Background: an optimization exercise with open tools, aiming at small area. Do not read the settings as production practice.
In this exercise RTL edits were held to simulation tests only and were not proved equivalent to the original.
Power and IR drop assume default switching activity.

<file path="flow/config.mk">
export PLATFORM = sky130hd
export DESIGN_NAME = vga_gfx_pal_dbuf
export DESIGN_NICKNAME = vga_gfx_pal_dbuf
export VERILOG_FILES = /design/flow/design.v
export SDC_FILE = /design/flow/constraint.sdc
export NUM_CORES = 4
export LEC_CHECK = 0
export CAP_MARGIN = 20
export CORE_MARGIN = 2
export CORE_UTILIZATION = 40
export SLEW_MARGIN = 20
</file>
<file path="flow/constraint.sdc">
create_clock -name core_clock -period 15.0 [get_ports {clk}]
set_input_delay 3.0000 -clock core_clock [delete_from_list [all_inputs] [get_ports {clk}]]
set_output_delay 3.0000 -clock core_clock [all_outputs]
set_load 0.01 [all_outputs]
</file>
<file path="flow/design.v">
package vga_gfx_pkg;
   localparam logic [5:0] ADDR_INTCFG  = 6'h01;
   localparam logic [5:0] ADDR_YPOS    = 6'h02;
   localparam logic [5:0] ADDR_CTRL    = 6'h03;
   localparam logic [5:0] ADDR_PALIDX  = 6'h05;
   localparam logic [5:0] ADDR_PALDATA = 6'h06;
   localparam logic [5:0] ADDR_STATUS  = 6'h07;
   localparam logic [1:0] WR_BYTE = 2'b00;
   localparam logic [1:0] WR_HALF = 2'b01;
   localparam logic [1:0] WR_WORD = 2'b10;
   localparam logic [1:0] WR_NONE = 2'b11;
   typedef logic [5:0] colour_t;
   typedef enum logic {
      SWAP_IDLE,
      SWAP_PENDING
   } swap_state_t;
   function automatic integer npix(input integer buf_words, input integer bpp);
      npix = buf_words * 32 / bpp;
   endfunction
endpackage
module vga_timing_gfx (
   input  logic        clk,
   input  logic        rst_n,
   output logic [10:0] x,
   output logic [4:0]  y_hi,
   output logic [5:0]  y_lo,
   output logic        hsync,
   output logic        vsync,
   output logic        blank
);
   localparam logic [10:0] H_ACTIVE = 11'd1024;
   localparam logic [10:0] H_SYNC_S = 11'd1048;
   localparam logic [10:0] H_SYNC_E = 11'd1184;
   localparam logic [10:0] H_TOTAL  = 11'd1344;
   localparam logic [10:0] V_ACTIVE = 11'd768;
   localparam logic [10:0] V_SYNC_S = 11'd771;
   localparam logic [10:0] V_SYNC_E = 11'd777;
   localparam logic [10:0] V_TOTAL  = 11'd806;
   logic [10:0] y;
   always_ff @(posedge clk) begin
      if (!rst_n) begin
         x <= '0;
         y <= '0;
      end else if (x == H_TOTAL - 11'd1) begin
         x <= '0;
         y <= (y == V_TOTAL - 11'd1) ? '0 : y + 11'd1;
      end else begin
         x <= x + 11'd1;
      end
   end
   always_comb begin
      y_hi  = y[10:6];
      y_lo  = y[5:0];
      blank = (x >= H_ACTIVE) || (y >= V_ACTIVE);
      hsync = !((x >= H_SYNC_S) && (x < H_SYNC_E));
      vsync = !((y >= V_SYNC_S) && (y < V_SYNC_E));
   end
endmodule
module vga_gfx_dbuf
#(
   parameter  int unsigned BPP       = 2,
   parameter  int unsigned BUF_WORDS = 16,
   localparam int unsigned WORD_W    = $clog2(BUF_WORDS),
   localparam int unsigned PIX_W     = $clog2(BUF_WORDS * 32 / BPP)
) (
   input  logic              clk,
   input  logic              rst_n,
   input  logic              wr_en,
   input  logic [1:0]        wr_size,
   input  logic [WORD_W-1:0] word,
   input  logic [31:0]       wr_data,
   output logic [31:0]       rd_data,
   input  logic              swap,
   input  logic [PIX_W-1:0]  pix,
   output logic [BPP-1:0]    pix_idx,
   output logic              front
);
   localparam int unsigned PPW_LOG2 = $clog2(32 / BPP);
   logic [31:0] mem [2][BUF_WORDS];
   logic        back;
   logic [31:0] front_word;
   logic [4:0]  bit_ofs;
   assign back = ~front;
   always_ff @(posedge clk) begin
      if (!rst_n) begin
         for (int unsigned w = 0; w < BUF_WORDS; w++) begin
            mem[0][w] <= '0;
            mem[1][w] <= '0;
         end
         front <= 1'b0;
      end else begin
         if (wr_en) begin
            case (wr_size)
               vga_gfx_pkg::WR_BYTE: mem[back][word][7:0]  <= wr_data[7:0];
               vga_gfx_pkg::WR_HALF: mem[back][word][15:0] <= wr_data[15:0];
               default: mem[back][word]       <= wr_data;
            endcase
         end
         if (swap) front <= ~front;
      end
   end
   always_comb begin
      rd_data    = mem[back][word];
      front_word = mem[front][pix[PIX_W-1 -: WORD_W]];
      bit_ofs    = 5'(32'(pix[PPW_LOG2-1:0]) * BPP);
      pix_idx    = front_word[bit_ofs +: BPP];
   end
endmodule
module vga_gfx_pal_dbuf
#(
   parameter int unsigned BPP          = 2,
   parameter int unsigned BUF_WORDS    = 16,
   parameter int unsigned PIX_LOG2_RST = 2
) (
   input  logic        clk,
   input  logic        rst_n,
   input  logic [7:0]  ui_in,
   output logic [7:0]  uo_out,
   input  logic [5:0]  address,
   input  logic [31:0] data_in,
   input  logic [1:0]  data_write_n,
   input  logic [1:0]  data_read_n,
   output logic [31:0] data_out,
   output logic        data_ready,
   output logic        user_interrupt
);
   localparam int unsigned NPIX   = BUF_WORDS * 32 / BPP;
   localparam int unsigned WORD_W = $clog2(BUF_WORDS);
   localparam int unsigned PIX_W  = $clog2(NPIX);
   logic [10:0] vga_x;
   logic [4:0]  vga_y_hi;
   logic [5:0]  vga_y_lo;
   logic        hsync, vsync, blank;
   logic [7:0]     cfg;
   logic [1:0]     pix_log2;
   logic [BPP-1:0] pal_idx;
   vga_gfx_pkg::colour_t palette [2**BPP];
   logic [BPP-1:0] idx_r;
   logic           hsync_r, vsync_r;
   logic           line_irq, swap_irq;
   vga_gfx_pkg::swap_state_t state, state_nx;
   logic           do_swap, swap_pending;
   logic           wr, rd, buf_sel, buf_wr, line_hit, status_clr;
   logic [10:0]    p;
   logic [BPP-1:0] pix_idx;
   logic [31:0]    back_word;
   logic           front;
   vga_gfx_pkg::colour_t colour;
   logic           unused_ok;
   assign unused_ok  = &{1'b0, ui_in};
   assign data_ready = 1'b1;
   vga_timing_gfx u_timing (
      .clk   (clk),
      .rst_n (rst_n),
      .x     (vga_x),
      .y_hi  (vga_y_hi),
      .y_lo  (vga_y_lo),
      .hsync (hsync),
      .vsync (vsync),
      .blank (blank)
   );
   vga_gfx_dbuf #(
      .BPP       (BPP),
      .BUF_WORDS (BUF_WORDS)
   ) u_dbuf (
      .clk     (clk),
      .rst_n   (rst_n),
      .wr_en   (buf_wr),
      .wr_size (data_write_n),
      .word    (address[2 +: WORD_W]),
      .wr_data (data_in),
      .rd_data (back_word),
      .swap    (do_swap),
      .pix     (p[PIX_W-1:0]),
      .pix_idx (pix_idx),
      .front   (front)
   );
   always_comb begin
      wr         = (data_write_n != vga_gfx_pkg::WR_NONE);
      rd         = (data_read_n != 2'b11);
      buf_sel    = (address[1:0] == 2'b00) && (32'(address[5:2]) < BUF_WORDS);
      buf_wr     = wr && buf_sel;
      status_clr = rd && (address == vga_gfx_pkg::ADDR_STATUS);
      p          = vga_x >> pix_log2;
      line_hit   = cfg[6] && ((vga_y_lo[3:0] | cfg[3:0]) == 4'hF) &&
                   (vga_x == {cfg[5:4] == 2'b00, cfg[5:4], 8'h00});
   end
   always_ff @(posedge clk) begin
      if (!rst_n) begin
         cfg      <= '0;
         pix_log2 <= 2'(PIX_LOG2_RST);
         pal_idx  <= '0;
         for (int unsigned i = 0; i < 2**BPP; i++) palette[i] <= '0;
         idx_r    <= '0;
         hsync_r  <= 1'b0;
         vsync_r  <= 1'b0;
         line_irq <= 1'b0;
         swap_irq <= 1'b0;
      end else begin
         if (wr && address == vga_gfx_pkg::ADDR_INTCFG) cfg <= data_in[7:0];
         if (wr && address == vga_gfx_pkg::ADDR_CTRL)   pix_log2 <= data_in[3:2];
         if (wr && address == vga_gfx_pkg::ADDR_PALIDX) pal_idx <= data_in[BPP-1:0];
         if (wr && address == vga_gfx_pkg::ADDR_PALDATA) begin
            palette[pal_idx] <= data_in[5:0];
            pal_idx          <= pal_idx + 1'b1;
         end
         idx_r   <= (blank || 32'(p) >= NPIX) ? '0 : pix_idx;
         hsync_r <= hsync;
         vsync_r <= vsync;
         line_irq <= line_hit | (line_irq & ~status_clr);
         swap_irq <= (do_swap & cfg[7]) | (swap_irq & ~status_clr);
      end
   end
   always_ff @(posedge clk) begin
      if (!rst_n) state <= vga_gfx_pkg::SWAP_IDLE;
      else        state <= state_nx;
   end
   always_comb begin
      state_nx = state;
      case (state)
         vga_gfx_pkg::SWAP_IDLE:    if (wr && address == vga_gfx_pkg::ADDR_CTRL && data_in[0]) state_nx = vga_gfx_pkg::SWAP_PENDING;
         vga_gfx_pkg::SWAP_PENDING: if (blank) state_nx = vga_gfx_pkg::SWAP_IDLE;
         default:      state_nx = vga_gfx_pkg::SWAP_IDLE;
      endcase
   end
   always_comb begin
      swap_pending = (state == vga_gfx_pkg::SWAP_PENDING);
      do_swap      = swap_pending && blank;
   end
   always_comb begin
      colour         = palette[idx_r];
      uo_out         = {hsync_r, colour[0], colour[2], colour[4],
                        vsync_r, colour[1], colour[3], colour[5]};
      user_interrupt = line_irq | swap_irq;
   end
   always_comb begin
      data_out = '0;
      if (buf_sel) begin
         data_out = back_word;
      end else begin
         case (address)
            vga_gfx_pkg::ADDR_INTCFG:  data_out = {24'b0, cfg};
            vga_gfx_pkg::ADDR_YPOS:    data_out = {18'b0, vga_y_hi, 3'b0, vga_y_lo};
            vga_gfx_pkg::ADDR_CTRL:    data_out = {26'b0, front, swap_pending, pix_log2, 2'b00};
            vga_gfx_pkg::ADDR_PALIDX:  data_out = 32'(pal_idx);
            vga_gfx_pkg::ADDR_PALDATA: data_out = {26'b0, palette[pal_idx]};
            vga_gfx_pkg::ADDR_STATUS:  data_out = {30'b0, swap_irq, line_irq};
            default:      data_out = '0;
         endcase
      end
   end
endmodule
</file>
<file path="flow/run.sh">
#!/bin/bash
# synth_recipe.tcl (not shown) runs the flow's synth.tcl, then flattens the netlist and writes it again
# the make line also repeats each setting of config.mk as NAME=value (left out here)
make -C /OpenROAD-flow-scripts/flow DESIGN_CONFIG=/design/flow/config.mk WORK_HOME=/design/flow/orfs CLKGATE_MAP_FILE= SYNTH_SCRIPT=/design/flow/synth_recipe.tcl finish
</file>
==> notes.md <==
- TritonCTS built the clock tree.
- The worst-case IR drop observed on VDD is roughly 0.00009 V.
- In this run the deepest clock path goes through 3 buffers.
- The H-tree depth is 3.
- The data arrival time at the worst-slack endpoint is between 7 and 8 ns.
- The placed instances occupy a cell area of just over 0.06 sq mm.
- After legalization and detailed placement, the total HPWL measured between 100,000 and 150,000 um.
- The cell with the biggest individual delay on the critical path is sky130_fd_sc_hd__nor2b_4.
- The clock net in this run drives a total of about 1,100 sinks.
- The Yosys step of the flow raised 3 warnings.
- The number of standard cells after synthesis is approximately 4,400.
- Of the total power, the share spent switching nets is 0.241.
- Measured along the y axis, the die boundary spans around 400 um.
- The dominant combinational cell family by area after synthesis is multiplexers.
- Once the clock tree was built, the resizer swapped 0 gates to a different size.
- The average instance in the mapped netlist occupies approximately 14 sq um.
- Yosys mapped a number of flops with a built-in enable equal to between 1,000 and 1,500.
- Yosys attributes the largest share of cell area to sky130_fd_sc_hd__edfxtp_1 53%, sky130_fd_sc_hd__mux4_2 17%, sky130_fd_sc_hd__and3_1 8.2%.
- The number of antenna violations at the first check in global routing was 24.
- The post-synthesis mux area share is 0.206.
- The startpoint identified for the worst hold timing path is u_timing.x[0].
- The period utilization is 0.694.
- The share of total power in the clock network is 0.417.
- Before antenna repair, the detailed router went through 6 iterations.
- The reg2reg setup slack is just over 8 ns.
- Synthesis produced a netlist with a net count of 4,441.
- For this run, design rule violations remaining after detail routing come to 0.
- The count of nets left with antenna violations after detail routing is 0.
- The number of violations of the max-capacitance limit is 0.
- Timing analysis after detailed placement gives a worst setup slack of 4.78 ns.
- The count of antenna diodes in the layout is 0.
- The final-report hold violation count is 0.
- The share of total power dissipated in sequential elements is 0.505.
- The post-CTS setup buffer count is 0.
- In this run, the number of DRC markers left after iteration 0 of detailed routing was ~6,200.
- At the pin with the least slew margin, the transition time is around 1.3 ns.
- The fraction of the mapped netlist area in simple logic gates is 0.150.
- The area occupied by multi-input gates is 0.0250 sq mm.
- Internal power comes to around 5.2 mW.
- Traced cell by cell, the critical path runs through clkdlybuf4s50_1, buf_4, nor2b_1, buf_4, nor2b_4, a22oi_1, a41oi_1, clkdlybuf4s50_1.
- The critical path launch point type is an input pin.
- The die width is ~390 um.
- From synthesis to final layout, the design area changed by 10.4%.
- The instance count along the most critical hold path is 1.
- Adding up every negative setup slack in the final design gives 0 ns.
- For this run, the total global-route usage over all layers was measured as 0.277.
- The number of top-level pins is 94.
- Using the TritonRoute via totals, the vias-per-cell ratio works out to 6.62.
- The finished cells cover between 0.06 and 0.07 sq mm.
- The post-layout worst setup margin is roughly 4.6 ns.
- The total area inside the core boundary comes to approximately 0.15 sq mm.
- The post-synthesis cell type with the largest combined area is sky130_fd_sc_hd__edfxtp_1.
- The count of pins over their slew limit came to 0.
- For the worst flop-to-flop path, the logic depth is 10.
- Routability-driven placement finished with a final weighted congestion of 0.925.
- During placement, the flow inserted port buffers numbering 84.
- The start of the worst register-to-register path is pix_log2[0].
- The portion of the post-synthesis area used by sequential elements is 0.545.
- The total grt overflow is 0.
- The routed design could run at a clock period as short as about 10 ns.
- The worst relative slew slack is 0.125.
- The most instantiated flip-flop cell in the synthesis netlist is sky130_fd_sc_hd__edfxtp_1.
- The switching component of the power is around 1.7 mW.
- The global-route wire length before repair is 299,000 um.
- Setup repair after global routing left no endpoint under its margin.
- Of the total synthesized cell area, the portion taken by XOR and XNOR cells is 0.00251.
- The initial core utilization is 0.402.
- In the final routed layout, each cell accounts on average for roughly 34 um.
- For this run, the post-layout net count is 4,266.
- The analysis attributes to cell leakage a power of ~25 nW.
- The compound-gate portion of the synthesized area was 0.0557.
- For the worst setup path, the data required time is roughly 12 ns.
- In this run the core area contains between 100 and 150 standard-cell rows.
- The type of the setup path with the least slack is in2out.
- Setup violations remaining at the end of the flow were counted as 0.
- The run finished with no timing, DRC or antenna violations.
- For this design, the CTS-stage hold fixing added 0 buffers.
- In the final layout, the share of cells above drive strength 1 is 0.204.
- The delay contributed by the slowest stage of the critical path is 1.06 ns.
- The count of vias placed by the detailed router is a little over 40,000.
- On the final layout, the worst clock skew is roughly 0.026 ns.
- The root buffer cell is sky130_fd_sc_hd__clkbuf_16.
- The synthesized netlist occupies a cell area of about 0.06 sq mm.
- Among all cell types in the netlist, the one instantiated most often is sky130_fd_sc_hd__edfxtp_1.
- Counting instances in the post-synthesis netlist gives the leading cell types as 1,048 x sky130_fd_sc_hd__edfxtp_1, 777 x sky130_fd_sc_hd__and3_1, 438 x sky130_fd_sc_hd__mux4_2.
- The fraction of synthesized cell area taken by the top area cell type is 0.530.
- The path with the worst hold slack has its endpoint at u_timing.x[0].
- Clock latency on the worst-skew pair, taken at its later pin, is between 0.7 and 0.8 ns.
- For this design the ratio of total power to cell area is 105 mW/mm^2.
- The type of element capturing the critical path is an output port.
- Of the total synthesized cell area, the portion taken by full adders, half adders and majority gates is 0.00105.
- The number of filler instances in the final layout is around 13,000.
- The distinct cell type count of the synthesized netlist is 74.
- The via count of the first global-routing pass was ~40,000.
- The fmax is ~96 MHz.
- The fraction of registers with async set/reset is 0.
- In this run the worst path has a maximum fanout of 24.
- The die covers between 0.15 and 0.2 sq mm.
- Counting the buffers created by CTS gives around 120.
- The footprint of the flip-flops and latches is between 0.03 and 0.04 sq mm.
- The aggregate routed wire length is about 210,000 um.
- The combinational group share of total power is 0.078.
- The tightest min-delay check is of the reg2reg type.
- The register bit count reported by yosys is 1,092.
- The clock-pin slew reported for the worst setup and hold paths after clock tree synthesis is 0.06 ns.
- The maximum number of pins on one net before global-route repair is between 150 and 200.
==> how the worst max path moves through the flow <==
stage | endpoint | start | depth (start not counted) | slack [ns]
floorplan | data_out[20] | address[2] | 7 | 6.73
global placement | data_out[13] | address[2] | 9 | 4.74
detailed placement | data_out[8] | address[5] | 8 | 4.78
CTS | data_out[8] | address[5] | 8 | 4.76
global route | data_out[13] | address[2] | 9 | 4.48
finish | data_out[8] | address[5] | 8 | 4.58
==> critical path: cells and delay by family <==
| family | cells | cell delay, ns |
|---|---|---|
| buffers and inverters | 4 | 1.82 |
| and+or+nand+nor | 2 | 1.32 |
| AOI/OAI and AO/OA | 2 | 1.23 |
==> stage by stage <==
stage                     total power, mW  hold WS [ns]  utilization  std cells
after floorplan                      3.84         0.438            -       4384
after global placement               4.07         0.467        0.419       6015
after detailed placement             4.08         0.474        0.419       6017
after CTS                            6.91         0.484        0.444       6227
after global routing                 7.07         0.525        0.444       6230
final                                6.91         0.479        0.444       6230
==> cell families (layout without fill, tap and decap cells) <==
logic type / Yosys count / after routing
AND/OR/NAND/NOR: 1592 / 1592
flip-flops: 1092 / 1092
multiplexers: 670 / 670
buffers and inverters: 550 / 466
AO/OA/AOI/OAI: 457 / 457
XOR/XNOR: 17 / 17
adder cells (fa/ha/maj): 5 / 5
other: 1 / 1
==> cell type report <==
class,instances,share of cell area
Multi-Input combinational cell,2742,0.381
Timing Repair Buffer,239,0.0312
Tap cell,1930,0.0368
Clock inverter,62,0.00985
Inverter,17,0.000974
Sequential cell,1092,0.494
Clock buffer,148,0.0464
==> power by group through the flow <==
stage | logic, mW | clock network [mW] | registers, mW
6_report | 0.541 | 2.88 | 3.49
5_1_grt | 0.557 | 3.01 | 3.50
4_1_cts | 0.529 | 2.90 | 3.49
3_5_place_dp | 0.528 | 0 | 3.55
3_3_place_gp | 0.524 | 0 | 3.54
2_1_floorplan | 0.313 | 0 | 3.53
==> flip-flops by register name (all words and copies together) (netlist names), named ones only <==
name / count
state: 1
u_dbuf.front: 1
swap_irq: 1
u_timing.y: 11
pix_log2: 2
cfg: 8
vsync_r: 1
palette: 24
u_timing.x: 11
hsync_r: 1
u_dbuf.mem: 1024
line_irq: 1
pal_idx: 2
==> cell usage in the layout, fill, tap and decap left out, drive strengths merged, types with 65 or more instances in the layout <==
cell / instances
o21ai: 67
nand2: 282
a22oi: 135
nor2: 132
and2: 265
clkbuf: 148
edfxtp: 1048
and3: 777
mux4: 439
buf: 174
mux2i: 200
clkdlybuf4s50: 65
==> routing by layer <==
metal | GRT usage | wire length, um
met1 | 0.373 | 80500
met2 | 0.422 | 96000
met3 | 0.0787 | 27300
met4 | 0.113 | 9420
met5 | 0 | 165

==> afterwards: timing with drivers on the ports <==
Ports are ideal in the flow. The routed layout listed here was re-timed in OpenROAD.
Step 1 assumes that a clkbuf_16 drives the clock port and a buf_2 every other input.
Step 2 also shifts input and output timing later by t, the mid clock arrival at the registers, as if the neighbouring blocks saw the same clock.
a / b / c = ideal / step 1 / step 2; a / b = the first two.
t (ns): 0.829
setup WS [ns]: 4.583 / 4.513 / 4.513
worst register clock-pin slew, ns: 0.07 / 0.07
After both steps this run still meets setup and hold. For this run, drivers alone change the setup slack by -0.070 ns; drivers and shift together by -0.070 ns.
